What follows belongs to an exercise in optimizing a design on an open flow for small area, a short achievable clock period and few clock cycles per item; a production flow would make more cautious choices.
Function was checked by simulation only, so behaviour that the tests miss may differ from the original.
No activity file was given, so power comes from the tool's default toggle rates.

==> inputs of 03-27 <==
==> flow/design.v <==
package d2i_pkg;
    localparam logic [1:0] MD_NEAR = 2'd0;
    localparam logic [1:0] MD_ZERO = 2'd1;
    localparam logic [1:0] MD_UP   = 2'd2;
    localparam logic [1:0] MD_DOWN = 2'd3;
    localparam logic [1:0] REQ_INTEGRAL = 2'd0;
    localparam logic [1:0] REQ_SIGNED   = 2'd1;
    function automatic logic [1:0] enc_mode(input logic [2:0] c);
        case (c)
            3'd1:    enc_mode = MD_ZERO;
            3'd2:    enc_mode = MD_UP;
            3'd3:    enc_mode = MD_DOWN;
            default: enc_mode = MD_NEAR;
        endcase
    endfunction
    function automatic logic ge_c(input logic [10:0] v, input logic [10:0] c);
        ge_c = 1'b1;
        for (int i = 0; i < 11; i++) ge_c = c[i] ? (v[i] & ge_c) : (v[i] | ge_c);
    endfunction
endpackage
module d2i_align (
    input  logic [1:0]  req,
    input  logic [63:0] x,
    input  logic [1:0]  md,
    output logic [63:0] a,       
    output logic        inc,     
    output logic        inx,     
    output logic        xs,      
    output logic        kig,     
    output logic        ovf
);
    logic        s;
    logic [10:0] e;
    logic [51:0] f;
    logic        hid, fnz;
    logic        special, big, ovl, tiny, lt1, is_int, k_int, k_intg;
    logic [63:0] t, r, lm, mk;
    logic [5:0]  u;
    logic [63:0] th;
    logic        ulo;
    logic [51:0] fm;
    logic [52:0] sb;
    logic [52:0] m;
    logic        rnd, stk, lsb;   
    logic        g_nx, g_ne;      
    always_comb begin
        s   = x[63];
        e   = x[62:52];
        f   = x[51:0];
        hid = (e != 11'd0);
        fnz = (f != 52'd0);
        m   = {hid, f};
        special = (e == 11'h7FF);
        big  = d2i_pkg::ge_c(e, 11'd1075);
        ovl  = d2i_pkg::ge_c(e, 11'd1139);
        tiny = !d2i_pkg::ge_c(e, 11'd1012);
        lt1  = !d2i_pkg::ge_c(e, 11'd1023);
        is_int = (req != d2i_pkg::REQ_INTEGRAL);
        k_int  = is_int && !special;
        k_intg = !is_int && !special && !big;
        t = {11'd0, m};
        r = {t[50:0], t[63:51]};
        for (int k = 0; k < 6; k++)
            if (e[k]) r = (r << (1 << k)) | (r >> (64 - (1 << k)));
        u   = e[5:0];
        ulo = !d2i_pkg::ge_c({5'd0, u}, 11'd51);
        for (int j = 0; j < 64; j++) th[j] = d2i_pkg::ge_c({5'd0, u}, 11'(j + 1));
        for (int i = 0; i < 64; i++)
            lm[i] = (i >= 13) ? (th[(i + 51) % 64] && ulo) : (th[i + 51] || ulo);
        for (int i = 0; i < 52; i++) fm[i] = !lm[63 - i];
        for (int i = 0; i < 53; i++) sb[i] = !lm[62 - i];
        if (big) mk = ovl ? 64'd0 : ~lm;
        else     mk = tiny ? 64'd0 : lm;
        if (special || big) begin
            rnd = 1'b0;
            stk = 1'b0;
            lsb = 1'b0;
        end else if (tiny) begin
            rnd = 1'b0;
            stk = hid | fnz;
            lsb = 1'b0;
        end else begin
            rnd = r[63];
            stk = |(m & sb);
            lsb = r[0];
        end
        g_nx = (k_int || k_intg) &&
               ((md == d2i_pkg::MD_UP && !s) || (md == d2i_pkg::MD_DOWN && s));
        g_ne = (k_int || k_intg) && (md == d2i_pkg::MD_NEAR);
        inc  = (g_nx && (rnd || stk)) || (g_ne && rnd && (stk || lsb));
        inx  = rnd || stk;
        xs   = k_int && s;
        kig  = k_intg;
        ovf  = 1'b0;
        if (special) begin
            if (is_int) begin
                a   = {fnz, 63'd0};
                ovf = (req == d2i_pkg::REQ_SIGNED);
            end else begin
                a   = {x[63:52], x[51] | fnz, x[50:0]};
            end
        end else if (is_int) begin
            a = (r & mk) ^ {64{s}};
            if (big && req == d2i_pkg::REQ_SIGNED)
                ovf = s ? (d2i_pkg::ge_c(e, 11'd1087) || (e == 11'd1086 && fnz))
                        : d2i_pkg::ge_c(e, 11'd1086);
        end else if (big) begin
            a = x;
        end else if (lt1) begin
            a = {s, 63'h3FEF_FFFF_FFFF_FFFF};
        end else begin
            a = {x[63:52], f | fm};
        end
    end
endmodule
module d2i_round (
    input  logic [63:0] a,
    input  logic        inc,
    input  logic        xs,
    input  logic        kig,
    output logic [63:0] res
);
    logic [63:0] sum;
    logic [63:0] keep;
    logic        lt1;
    logic [5:0]  n;
    always_comb begin
        sum = a + {63'd0, inc ^ xs};
        lt1 = (a[62:52] == 11'h3FE);
        n   = 6'(6'd51 - a[57:52]);
        for (int i = 0; i < 64; i++)
            keep[i] = inc || !kig || (i == 63) ||
                      (!lt1 && !d2i_pkg::ge_c({5'd0, n}, 11'(i + 1)));
        res = sum & keep;
    end
endmodule
module double_to_integer_round_convert (
    input  logic        aclk,
    input  logic        aresetn,
    input  logic        cfg_valid,
    output logic        cfg_ready,
    input  logic [2:0]  cfg_data,
    input  logic        s_valid,
    output logic        s_ready,
    input  logic [1:0]  s_req_type,
    input  logic [63:0] s_operand_bits,
    input  logic [2:0]  s_round_sel,
    output logic        m_valid,
    input  logic        m_ready,
    output logic [63:0] m_result_bits,
    output logic        m_inexact_flag,
    output logic        m_overflow_flag
);
    logic [1:0]  mode_reg;
    logic        in_valid_reg;
    logic [1:0]  in_req_reg;
    logic [63:0] in_x_reg;
    logic [1:0]  in_mode_reg;
    logic        mid_valid_reg;
    logic [63:0] mid_a_reg;
    logic        mid_inc_reg;
    logic        mid_inx_reg;
    logic        mid_xs_reg;
    logic        mid_kig_reg;
    logic        mid_ovf_reg;
    logic        out_valid_reg;
    logic [63:0] out_res_reg;
    logic        out_inx_reg;
    logic        out_ovf_reg;
    logic        skid_valid_reg;
    logic        ready_reg;          
    logic [63:0] skid_res_reg;
    logic        skid_inx_reg;
    logic        skid_ovf_reg;
    logic        go;
    logic [63:0] a;
    logic        inc, xs, kig, ovf;
    logic [63:0] res;
    logic        inx;
    assign cfg_ready = 1'b1;
    assign go      = !skid_valid_reg;
    assign s_ready = ready_reg;
    always_ff @(posedge aclk) begin
        if (!aresetn) mode_reg <= d2i_pkg::MD_NEAR;
        else if (cfg_valid) mode_reg <= d2i_pkg::enc_mode(cfg_data);
    end
    always_ff @(posedge aclk) begin
        if (!aresetn) in_valid_reg <= 1'b0;
        else if (go) in_valid_reg <= s_valid;
        if (go) begin
            in_req_reg  <= s_req_type;
            in_x_reg    <= s_operand_bits;
            in_mode_reg <= (s_round_sel == 3'd0) ? mode_reg : d2i_pkg::enc_mode(s_round_sel);
        end
    end
    d2i_align u_align (.req(in_req_reg), .x(in_x_reg), .md(in_mode_reg),
                       .a(a), .inc(inc), .inx(inx),
                       .xs(xs), .kig(kig), .ovf(ovf));
    always_ff @(posedge aclk) begin
        if (!aresetn) mid_valid_reg <= 1'b0;
        else if (go) mid_valid_reg <= in_valid_reg;
        if (go) begin
            mid_a_reg   <= a;
            mid_inc_reg <= inc;
            mid_inx_reg <= inx;
            mid_xs_reg  <= xs;
            mid_kig_reg <= kig;
            mid_ovf_reg <= ovf;
        end
    end
    d2i_round u_round (.a(mid_a_reg), .inc(mid_inc_reg), .xs(mid_xs_reg),
                       .kig(mid_kig_reg), .res(res));
    always_ff @(posedge aclk) begin
        if (!aresetn) begin
            out_valid_reg  <= 1'b0;
            skid_valid_reg <= 1'b0;
            ready_reg      <= 1'b1;
        end else begin
            if (skid_valid_reg) begin
                if (m_ready) begin
                    out_valid_reg  <= 1'b1;
                    skid_valid_reg <= 1'b0;
                    ready_reg      <= 1'b1;
                end
            end else if (!out_valid_reg || m_ready) begin
                out_valid_reg <= mid_valid_reg;
            end else if (mid_valid_reg) begin
                skid_valid_reg <= 1'b1;
                ready_reg      <= 1'b0;
            end
        end
        if (skid_valid_reg) begin
            if (m_ready) begin
                out_res_reg <= skid_res_reg;
                out_inx_reg <= skid_inx_reg;
                out_ovf_reg <= skid_ovf_reg;
            end
        end else if (!out_valid_reg || m_ready) begin
            out_res_reg <= res;
            out_inx_reg <= mid_inx_reg;
            out_ovf_reg <= mid_ovf_reg;
        end else begin
            skid_res_reg <= res;
            skid_inx_reg <= mid_inx_reg;
            skid_ovf_reg <= mid_ovf_reg;
        end
    end
    assign m_valid         = out_valid_reg;
    assign m_result_bits   = out_res_reg;
    assign m_inexact_flag  = out_inx_reg;
    assign m_overflow_flag = out_ovf_reg;
endmodule
==> flow/flow/run.sh <==
#!/bin/bash
# The standard layout (standard.sh: the standard synthesis, then ORFS to the
# final layout), with setup repair aimed at a 3.9 ns period instead of the
# 13.5 ns clock: SETUP_SLACK_MARGIN makes repair_timing keep going until each
# path has that much slack. The constraints themselves are unchanged.
# Every ORFS step writes its own log under orfs/logs/; make's output goes to
# flow_make.log in the work folder.
set -euo pipefail
bash standard.sh SETUP_SLACK_MARGIN=9.6 finish > flow_make.log 2>&1
==> flow/standard.sh <==
#!/bin/bash
# synth_recipe.tcl (not shown) runs the flow's synth.tcl, then flattens the netlist and writes it again
# the make line also repeats each setting of config.mk as NAME=value (left out here)
make -C /OpenROAD-flow-scripts/flow DESIGN_CONFIG=/design/flow/config.mk WORK_HOME=/design/flow/orfs CLKGATE_MAP_FILE= SYNTH_SCRIPT=/design/flow/synth_recipe.tcl "${@:-finish}"
==> flow/config.mk <==
export PLATFORM = sky130hd
export DESIGN_NAME = double_to_integer_round_convert
export DESIGN_NICKNAME = double_to_integer_round_convert
export VERILOG_FILES = /design/flow/design.v
export SDC_FILE = /design/flow/constraint.sdc
export NUM_CORES = 4
export LEC_CHECK = 0
export ABC_AREA = 1
export CAP_MARGIN = 20
export CORE_MARGIN = 2
export CORE_UTILIZATION = 55
export SLEW_MARGIN = 20
==> flow/constraint.sdc <==
create_clock -name core_clock -period 13.5 [get_ports {aclk}]
set_input_delay 2.7000 -clock core_clock [delete_from_list [all_inputs] [get_ports {aclk}]]
set_output_delay 2.7000 -clock core_clock [all_outputs]
set_load 0.01 [all_outputs]
==> inputs of 11-01, as changes to 03-27 <==
==> flow/design.v, changed modules only <==
module d2i_align (
    input  logic [1:0]  req,
    input  logic [63:0] x,
    input  logic [1:0]  md,
    output logic [63:0] a,       
    output logic        rnd,     
    output logic        stk,     
    output logic        lsb,     
    output logic        g_nx,    
    output logic        g_ne,    
    output logic        xs,      
    output logic [5:0]  clr,     
    output logic        ovf
);
    logic        s;
    logic [10:0] e;
    logic [51:0] f;
    logic        hid, fnz;
    logic        special, big, ovl, tiny, lt1, is_int, k_int, k_intg;
    logic [63:0] t, r, lm, mk;
    logic [5:0]  u;
    logic [63:0] th;
    logic        ulo;
    logic [51:0] fm;
    logic [52:0] sb;
    logic [52:0] m;
    always_comb begin
        s   = x[63];
        e   = x[62:52];
        f   = x[51:0];
        hid = (e != 11'd0);
        fnz = (f != 52'd0);
        m   = {hid, f};
        special = (e == 11'h7FF);
        big  = d2i_pkg::ge_c(e, 11'd1075);
        ovl  = d2i_pkg::ge_c(e, 11'd1139);
        tiny = !d2i_pkg::ge_c(e, 11'd1012);
        lt1  = !d2i_pkg::ge_c(e, 11'd1023);
        is_int = (req != d2i_pkg::REQ_INTEGRAL);
        k_int  = is_int && !special;
        k_intg = !is_int && !special && !big;
        t = {11'd0, m};
        r = {t[50:0], t[63:51]};
        for (int k = 0; k < 6; k++)
            if (e[k]) r = (r << (1 << k)) | (r >> (64 - (1 << k)));
        u   = e[5:0];
        ulo = !d2i_pkg::ge_c({5'd0, u}, 11'd51);
        for (int j = 0; j < 64; j++) th[j] = d2i_pkg::ge_c({5'd0, u}, 11'(j + 1));
        for (int i = 0; i < 64; i++)
            lm[i] = (i >= 13) ? (th[(i + 51) % 64] && ulo) : (th[i + 51] || ulo);
        for (int i = 0; i < 52; i++) fm[i] = !lm[63 - i];
        for (int i = 0; i < 53; i++) sb[i] = !lm[62 - i];
        if (big) mk = ovl ? 64'd0 : ~lm;
        else     mk = tiny ? 64'd0 : lm;
        if (special || big) begin
            rnd = 1'b0;
            stk = 1'b0;
            lsb = 1'b0;
        end else if (tiny) begin
            rnd = 1'b0;
            stk = hid | fnz;
            lsb = 1'b0;
        end else begin
            rnd = r[63];
            stk = |(m & sb);
            lsb = r[0];
        end
        g_nx = (k_int || k_intg) &&
               ((md == d2i_pkg::MD_UP && !s) || (md == d2i_pkg::MD_DOWN && s));
        g_ne = (k_int || k_intg) && (md == d2i_pkg::MD_NEAR);
        xs   = k_int && s;
        clr  = !k_intg ? 6'd0 : lt1 ? 6'd63 : 6'(6'd51 - u);
        ovf  = 1'b0;
        if (special) begin
            if (is_int) begin
                a   = {fnz, 63'd0};
                ovf = (req == d2i_pkg::REQ_SIGNED);
            end else begin
                a   = {x[63:52], x[51] | fnz, x[50:0]};
            end
        end else if (is_int) begin
            a = (r & mk) ^ {64{s}};
            if (big && req == d2i_pkg::REQ_SIGNED)
                ovf = s ? (d2i_pkg::ge_c(e, 11'd1087) || (e == 11'd1086 && fnz))
                        : d2i_pkg::ge_c(e, 11'd1086);
        end else if (big) begin
            a = x;
        end else if (lt1) begin
            a = {s, 63'h3FEF_FFFF_FFFF_FFFF};
        end else begin
            a = {x[63:52], f | fm};
        end
    end
endmodule
module d2i_round (
    input  logic [63:0] a,
    input  logic        rnd,
    input  logic        stk,
    input  logic        lsb,
    input  logic        g_nx,
    input  logic        g_ne,
    input  logic        xs,
    input  logic [5:0]  clr,
    output logic [63:0] res,
    output logic        inx
);
    logic        inc;
    logic [63:0] sum;
    logic [63:0] keep;
    always_comb begin
        inc = (g_nx && (rnd || stk)) || (g_ne && rnd && (stk || lsb));
        sum = a + {63'd0, inc ^ xs};
        for (int i = 0; i < 64; i++) keep[i] = inc || !d2i_pkg::ge_c({5'd0, clr}, 11'(i + 1));
        res = sum & keep;
        inx = rnd || stk;
    end
endmodule
module double_to_integer_round_convert (
    input  logic        aclk,
    input  logic        aresetn,
    input  logic        cfg_valid,
    output logic        cfg_ready,
    input  logic [2:0]  cfg_data,
    input  logic        s_valid,
    output logic        s_ready,
    input  logic [1:0]  s_req_type,
    input  logic [63:0] s_operand_bits,
    input  logic [2:0]  s_round_sel,
    output logic        m_valid,
    input  logic        m_ready,
    output logic [63:0] m_result_bits,
    output logic        m_inexact_flag,
    output logic        m_overflow_flag
);
    logic [1:0]  mode_reg;
    logic        in_valid_reg;
    logic [1:0]  in_req_reg;
    logic [63:0] in_x_reg;
    logic [1:0]  in_mode_reg;
    logic        mid_valid_reg;
    logic [63:0] mid_a_reg;
    logic        mid_rnd_reg;
    logic        mid_stk_reg;
    logic        mid_lsb_reg;
    logic        mid_gnx_reg;
    logic        mid_gne_reg;
    logic        mid_xs_reg;
    logic [5:0]  mid_clr_reg;
    logic        mid_ovf_reg;
    logic        out_valid_reg;
    logic [63:0] out_res_reg;
    logic        out_inx_reg;
    logic        out_ovf_reg;
    logic        skid_valid_reg;
    logic        ready_reg;          
    logic [63:0] skid_res_reg;
    logic        skid_inx_reg;
    logic        skid_ovf_reg;
    logic        go;
    logic [63:0] a;
    logic        rnd, stk, lsb, g_nx, g_ne, xs, ovf;
    logic [5:0]  clr;
    logic [63:0] res;
    logic        inx;
    assign cfg_ready = 1'b1;
    assign go      = !skid_valid_reg;
    assign s_ready = ready_reg;
    always_ff @(posedge aclk) begin
        if (!aresetn) mode_reg <= d2i_pkg::MD_NEAR;
        else if (cfg_valid) mode_reg <= d2i_pkg::enc_mode(cfg_data);
    end
    always_ff @(posedge aclk) begin
        if (!aresetn) in_valid_reg <= 1'b0;
        else if (go) in_valid_reg <= s_valid;
        if (go) begin
            in_req_reg  <= s_req_type;
            in_x_reg    <= s_operand_bits;
            in_mode_reg <= (s_round_sel == 3'd0) ? mode_reg : d2i_pkg::enc_mode(s_round_sel);
        end
    end
    d2i_align u_align (.req(in_req_reg), .x(in_x_reg), .md(in_mode_reg),
                       .a(a), .rnd(rnd), .stk(stk), .lsb(lsb), .g_nx(g_nx), .g_ne(g_ne),
                       .xs(xs), .clr(clr), .ovf(ovf));
    always_ff @(posedge aclk) begin
        if (!aresetn) mid_valid_reg <= 1'b0;
        else if (go) mid_valid_reg <= in_valid_reg;
        if (go) begin
            mid_a_reg   <= a;
            mid_rnd_reg <= rnd;
            mid_stk_reg <= stk;
            mid_lsb_reg <= lsb;
            mid_gnx_reg <= g_nx;
            mid_gne_reg <= g_ne;
            mid_xs_reg  <= xs;
            mid_clr_reg <= clr;
            mid_ovf_reg <= ovf;
        end
    end
    d2i_round u_round (.a(mid_a_reg), .rnd(mid_rnd_reg), .stk(mid_stk_reg), .lsb(mid_lsb_reg),
                       .g_nx(mid_gnx_reg), .g_ne(mid_gne_reg), .xs(mid_xs_reg),
                       .clr(mid_clr_reg), .res(res), .inx(inx));
    always_ff @(posedge aclk) begin
        if (!aresetn) begin
            out_valid_reg  <= 1'b0;
            skid_valid_reg <= 1'b0;
            ready_reg      <= 1'b1;
        end else begin
            if (skid_valid_reg) begin
                if (m_ready) begin
                    out_valid_reg  <= 1'b1;
                    skid_valid_reg <= 1'b0;
                    ready_reg      <= 1'b1;
                end
            end else if (!out_valid_reg || m_ready) begin
                out_valid_reg <= mid_valid_reg;
            end else if (mid_valid_reg) begin
                skid_valid_reg <= 1'b1;
                ready_reg      <= 1'b0;
            end
        end
        if (skid_valid_reg) begin
            if (m_ready) begin
                out_res_reg <= skid_res_reg;
                out_inx_reg <= skid_inx_reg;
                out_ovf_reg <= skid_ovf_reg;
            end
        end else if (!out_valid_reg || m_ready) begin
            out_res_reg <= res;
            out_inx_reg <= inx;
            out_ovf_reg <= mid_ovf_reg;
        end else begin
            skid_res_reg <= res;
            skid_inx_reg <= inx;
            skid_ovf_reg <= mid_ovf_reg;
        end
    end
    assign m_valid         = out_valid_reg;
    assign m_result_bits   = out_res_reg;
    assign m_inexact_flag  = out_inx_reg;
    assign m_overflow_flag = out_ovf_reg;
endmodule
Settings changed: ABC_AREA 1 to not set, CORE_UTILIZATION 55 to 40.
==> inputs of 09-18, as changes to 03-27 <==
==> flow/design.v, changed modules only <==
module d2i_align (
    input  logic [1:0]  req,
    input  logic [63:0] x,
    input  logic [1:0]  md,
    output logic [63:0] a,       
    output logic        rnd,     
    output logic        stk,     
    output logic        lsb,     
    output logic        g_nx,    
    output logic        g_ne,    
    output logic        xs,      
    output logic [5:0]  clr,     
    output logic        ovf
);
    logic        s;
    logic [10:0] e;
    logic [51:0] f;
    logic        hid, fnz;
    logic        special, big, ovl, tiny, lt1, is_int, k_int, k_intg;
    logic [63:0] t, r, lm, mk;
    logic [5:0]  u;
    logic [63:0] th;
    logic        ulo;
    logic [51:0] fm;
    logic [52:0] sb;
    logic [52:0] m;
    always_comb begin
        s   = x[63];
        e   = x[62:52];
        f   = x[51:0];
        hid = (e != 11'd0);
        fnz = (f != 52'd0);
        m   = {hid, f};
        special = (e == 11'h7FF);
        big  = d2i_pkg::ge_c(e, 11'd1075);
        ovl  = d2i_pkg::ge_c(e, 11'd1139);
        tiny = !d2i_pkg::ge_c(e, 11'd1012);
        lt1  = !d2i_pkg::ge_c(e, 11'd1023);
        is_int = (req != d2i_pkg::REQ_INTEGRAL);
        k_int  = is_int && !special;
        k_intg = !is_int && !special && !big;
        t = {11'd0, m};
        r = {t[50:0], t[63:51]};
        for (int k = 0; k < 6; k++)
            if (e[k]) r = (r << (1 << k)) | (r >> (64 - (1 << k)));
        u   = e[5:0];
        ulo = !d2i_pkg::ge_c({5'd0, u}, 11'd51);
        for (int j = 0; j < 64; j++) th[j] = d2i_pkg::ge_c({5'd0, u}, 11'(j + 1));
        for (int i = 0; i < 64; i++)
            lm[i] = (i >= 13) ? (th[(i + 51) % 64] && ulo) : (th[i + 51] || ulo);
        for (int i = 0; i < 52; i++) fm[i] = !lm[63 - i];
        for (int i = 0; i < 53; i++) sb[i] = !lm[62 - i];
        if (big) mk = ovl ? 64'd0 : ~lm;
        else     mk = tiny ? 64'd0 : lm;
        if (special || big) begin
            rnd = 1'b0;
            stk = 1'b0;
            lsb = 1'b0;
        end else if (tiny) begin
            rnd = 1'b0;
            stk = hid | fnz;
            lsb = 1'b0;
        end else begin
            rnd = r[63];
            stk = |(m & sb);
            lsb = r[0];
        end
        g_nx = (k_int || k_intg) &&
               ((md == d2i_pkg::MD_UP && !s) || (md == d2i_pkg::MD_DOWN && s));
        g_ne = (k_int || k_intg) && (md == d2i_pkg::MD_NEAR);
        xs   = k_int && s;
        clr  = !k_intg ? 6'd0 : lt1 ? 6'd63 : 6'(6'd51 - u);
        ovf  = 1'b0;
        if (special) begin
            if (is_int) begin
                a   = {fnz, 63'd0};
                ovf = (req == d2i_pkg::REQ_SIGNED);
            end else begin
                a   = {x[63:52], x[51] | fnz, x[50:0]};
            end
        end else if (is_int) begin
            a = (r & mk) ^ {64{s}};
            if (big && req == d2i_pkg::REQ_SIGNED)
                ovf = s ? (d2i_pkg::ge_c(e, 11'd1087) || (e == 11'd1086 && fnz))
                        : d2i_pkg::ge_c(e, 11'd1086);
        end else if (big) begin
            a = x;
        end else if (lt1) begin
            a = {s, 63'h3FEF_FFFF_FFFF_FFFF};
        end else begin
            a = {x[63:52], f | fm};
        end
    end
endmodule
module d2i_round (
    input  logic [63:0] a,
    input  logic        rnd,
    input  logic        stk,
    input  logic        lsb,
    input  logic        g_nx,
    input  logic        g_ne,
    input  logic        xs,
    input  logic [5:0]  clr,
    output logic [63:0] res,
    output logic        inx
);
    logic        inc;
    logic [63:0] sum;
    logic [63:0] keep;
    always_comb begin
        inc = (g_nx && (rnd || stk)) || (g_ne && rnd && (stk || lsb));
        sum = a + {63'd0, inc ^ xs};
        for (int i = 0; i < 64; i++) keep[i] = inc || !d2i_pkg::ge_c({5'd0, clr}, 11'(i + 1));
        res = sum & keep;
        inx = rnd || stk;
    end
endmodule
module double_to_integer_round_convert (
    input  logic        aclk,
    input  logic        aresetn,
    input  logic        cfg_valid,
    output logic        cfg_ready,
    input  logic [2:0]  cfg_data,
    input  logic        s_valid,
    output logic        s_ready,
    input  logic [1:0]  s_req_type,
    input  logic [63:0] s_operand_bits,
    input  logic [2:0]  s_round_sel,
    output logic        m_valid,
    input  logic        m_ready,
    output logic [63:0] m_result_bits,
    output logic        m_inexact_flag,
    output logic        m_overflow_flag
);
    logic [1:0]  mode_reg;
    logic        in_valid_reg;
    logic [1:0]  in_req_reg;
    logic [63:0] in_x_reg;
    logic [1:0]  in_mode_reg;
    logic        mid_valid_reg;
    logic [63:0] mid_a_reg;
    logic        mid_rnd_reg;
    logic        mid_stk_reg;
    logic        mid_lsb_reg;
    logic        mid_gnx_reg;
    logic        mid_gne_reg;
    logic        mid_xs_reg;
    logic [5:0]  mid_clr_reg;
    logic        mid_ovf_reg;
    logic        out_valid_reg;
    logic [63:0] out_res_reg;
    logic        out_inx_reg;
    logic        out_ovf_reg;
    logic        skid_valid_reg;
    logic        ready_reg;          
    logic [63:0] skid_res_reg;
    logic        skid_inx_reg;
    logic        skid_ovf_reg;
    logic        go;
    logic [63:0] a;
    logic        rnd, stk, lsb, g_nx, g_ne, xs, ovf;
    logic [5:0]  clr;
    logic [63:0] res;
    logic        inx;
    assign cfg_ready = 1'b1;
    assign go      = !skid_valid_reg;
    assign s_ready = ready_reg;
    always_ff @(posedge aclk) begin
        if (!aresetn) mode_reg <= d2i_pkg::MD_NEAR;
        else if (cfg_valid) mode_reg <= d2i_pkg::enc_mode(cfg_data);
    end
    always_ff @(posedge aclk) begin
        if (!aresetn) in_valid_reg <= 1'b0;
        else if (go) in_valid_reg <= s_valid;
        if (go) begin
            in_req_reg  <= s_req_type;
            in_x_reg    <= s_operand_bits;
            in_mode_reg <= (s_round_sel == 3'd0) ? mode_reg : d2i_pkg::enc_mode(s_round_sel);
        end
    end
    d2i_align u_align (.req(in_req_reg), .x(in_x_reg), .md(in_mode_reg),
                       .a(a), .rnd(rnd), .stk(stk), .lsb(lsb), .g_nx(g_nx), .g_ne(g_ne),
                       .xs(xs), .clr(clr), .ovf(ovf));
    always_ff @(posedge aclk) begin
        if (!aresetn) mid_valid_reg <= 1'b0;
        else if (go) mid_valid_reg <= in_valid_reg;
        if (go) begin
            mid_a_reg   <= a;
            mid_rnd_reg <= rnd;
            mid_stk_reg <= stk;
            mid_lsb_reg <= lsb;
            mid_gnx_reg <= g_nx;
            mid_gne_reg <= g_ne;
            mid_xs_reg  <= xs;
            mid_clr_reg <= clr;
            mid_ovf_reg <= ovf;
        end
    end
    d2i_round u_round (.a(mid_a_reg), .rnd(mid_rnd_reg), .stk(mid_stk_reg), .lsb(mid_lsb_reg),
                       .g_nx(mid_gnx_reg), .g_ne(mid_gne_reg), .xs(mid_xs_reg),
                       .clr(mid_clr_reg), .res(res), .inx(inx));
    always_ff @(posedge aclk) begin
        if (!aresetn) begin
            out_valid_reg  <= 1'b0;
            skid_valid_reg <= 1'b0;
            ready_reg      <= 1'b1;
        end else begin
            if (skid_valid_reg) begin
                if (m_ready) begin
                    out_valid_reg  <= 1'b1;
                    skid_valid_reg <= 1'b0;
                    ready_reg      <= 1'b1;
                end
            end else if (!out_valid_reg || m_ready) begin
                out_valid_reg <= mid_valid_reg;
            end else if (mid_valid_reg) begin
                skid_valid_reg <= 1'b1;
                ready_reg      <= 1'b0;
            end
        end
        if (skid_valid_reg) begin
            if (m_ready) begin
                out_res_reg <= skid_res_reg;
                out_inx_reg <= skid_inx_reg;
                out_ovf_reg <= skid_ovf_reg;
            end
        end else if (!out_valid_reg || m_ready) begin
            out_res_reg <= res;
            out_inx_reg <= inx;
            out_ovf_reg <= mid_ovf_reg;
        end else begin
            skid_res_reg <= res;
            skid_inx_reg <= inx;
            skid_ovf_reg <= mid_ovf_reg;
        end
    end
    assign m_valid         = out_valid_reg;
    assign m_result_bits   = out_res_reg;
    assign m_inexact_flag  = out_inx_reg;
    assign m_overflow_flag = out_ovf_reg;
endmodule
==> flow/run.sh (new file) <==
#!/bin/bash
# synth_recipe.tcl (not shown) runs the flow's synth.tcl, then flattens the netlist and writes it again
# the make line also repeats each setting of config.mk as NAME=value (left out here)
make -C /OpenROAD-flow-scripts/flow DESIGN_CONFIG=/design/flow/config.mk WORK_HOME=/design/flow/orfs CLKGATE_MAP_FILE= SYNTH_SCRIPT=/design/flow/synth_recipe.tcl finish
Settings changed: ABC_AREA 1 to not set, CORE_UTILIZATION 55 to 40, SETUP_SLACK_MARGIN set to 5.
removed: flow/flow/run.sh
removed: flow/standard.sh
==> notes <==
Between 11-01 and 03-27, the lower fmax is in 11-01 (gap 2.3%, measured against 03-27). Clock-buffer cell count: 03-27 < 11-01 < 09-18. Between 09-18 and 11-01, the lower global-route usage is in 09-18 (gap 3.6 points). Non-clock buffer count: 11-01 > 09-18 > 03-27. Against 03-27, the synthesized area of 11-01 is larger by 1.8%. First-iteration DRC count: 09-18 < 11-01 < 03-27. Utilization, highest first: 03-27, 11-01, 09-18. The highest combinational power belongs to 03-27, the lowest to 09-18.
Testbench counts of 03-27, summed over its fixed seeds: cycles 24,024, items 24,000.
Testbench counts of 11-01, summed over its fixed seeds: cycles 24,024, items 24,000.
Testbench counts of 09-18, summed over its fixed seeds: cycles 24,024, items 24,000.

afterwards: timing with drivers on the ports:
In the flow no input, the clock included, has a driving cell. The finished layouts below were timed again as built, in two steps. Step 1 assumes that a clkbuf_16 drives the clock port and a buf_2 every other input. Step 2, shift: input delay + t, output delay - t, t = (earliest + latest rising clock arrival at the registers) / 2. This alone moves slack from input paths to output paths. a / b / c = no drivers / after step 1 / after step 2; a / b = the first two.
run | t, ns | setup slack, ns | worst setup path at the end | worst data-port slew with drivers (ns)
03-27 | 0.669 | 9.543 / 9.543 / 9.070 | input to register | 0.06
11-01 | 0.639 | 9.449 / 9.449 / 9.076 | input to register | 0.07
09-18 | 0.612 | 8.330 / 8.330 / 8.330 | register to register | 0.05
After both steps every run listed still meets setup and hold. For 03-27, which loses most, drivers alone change the setup slack by 0.000 ns; drivers and shift together by -0.473 ns.
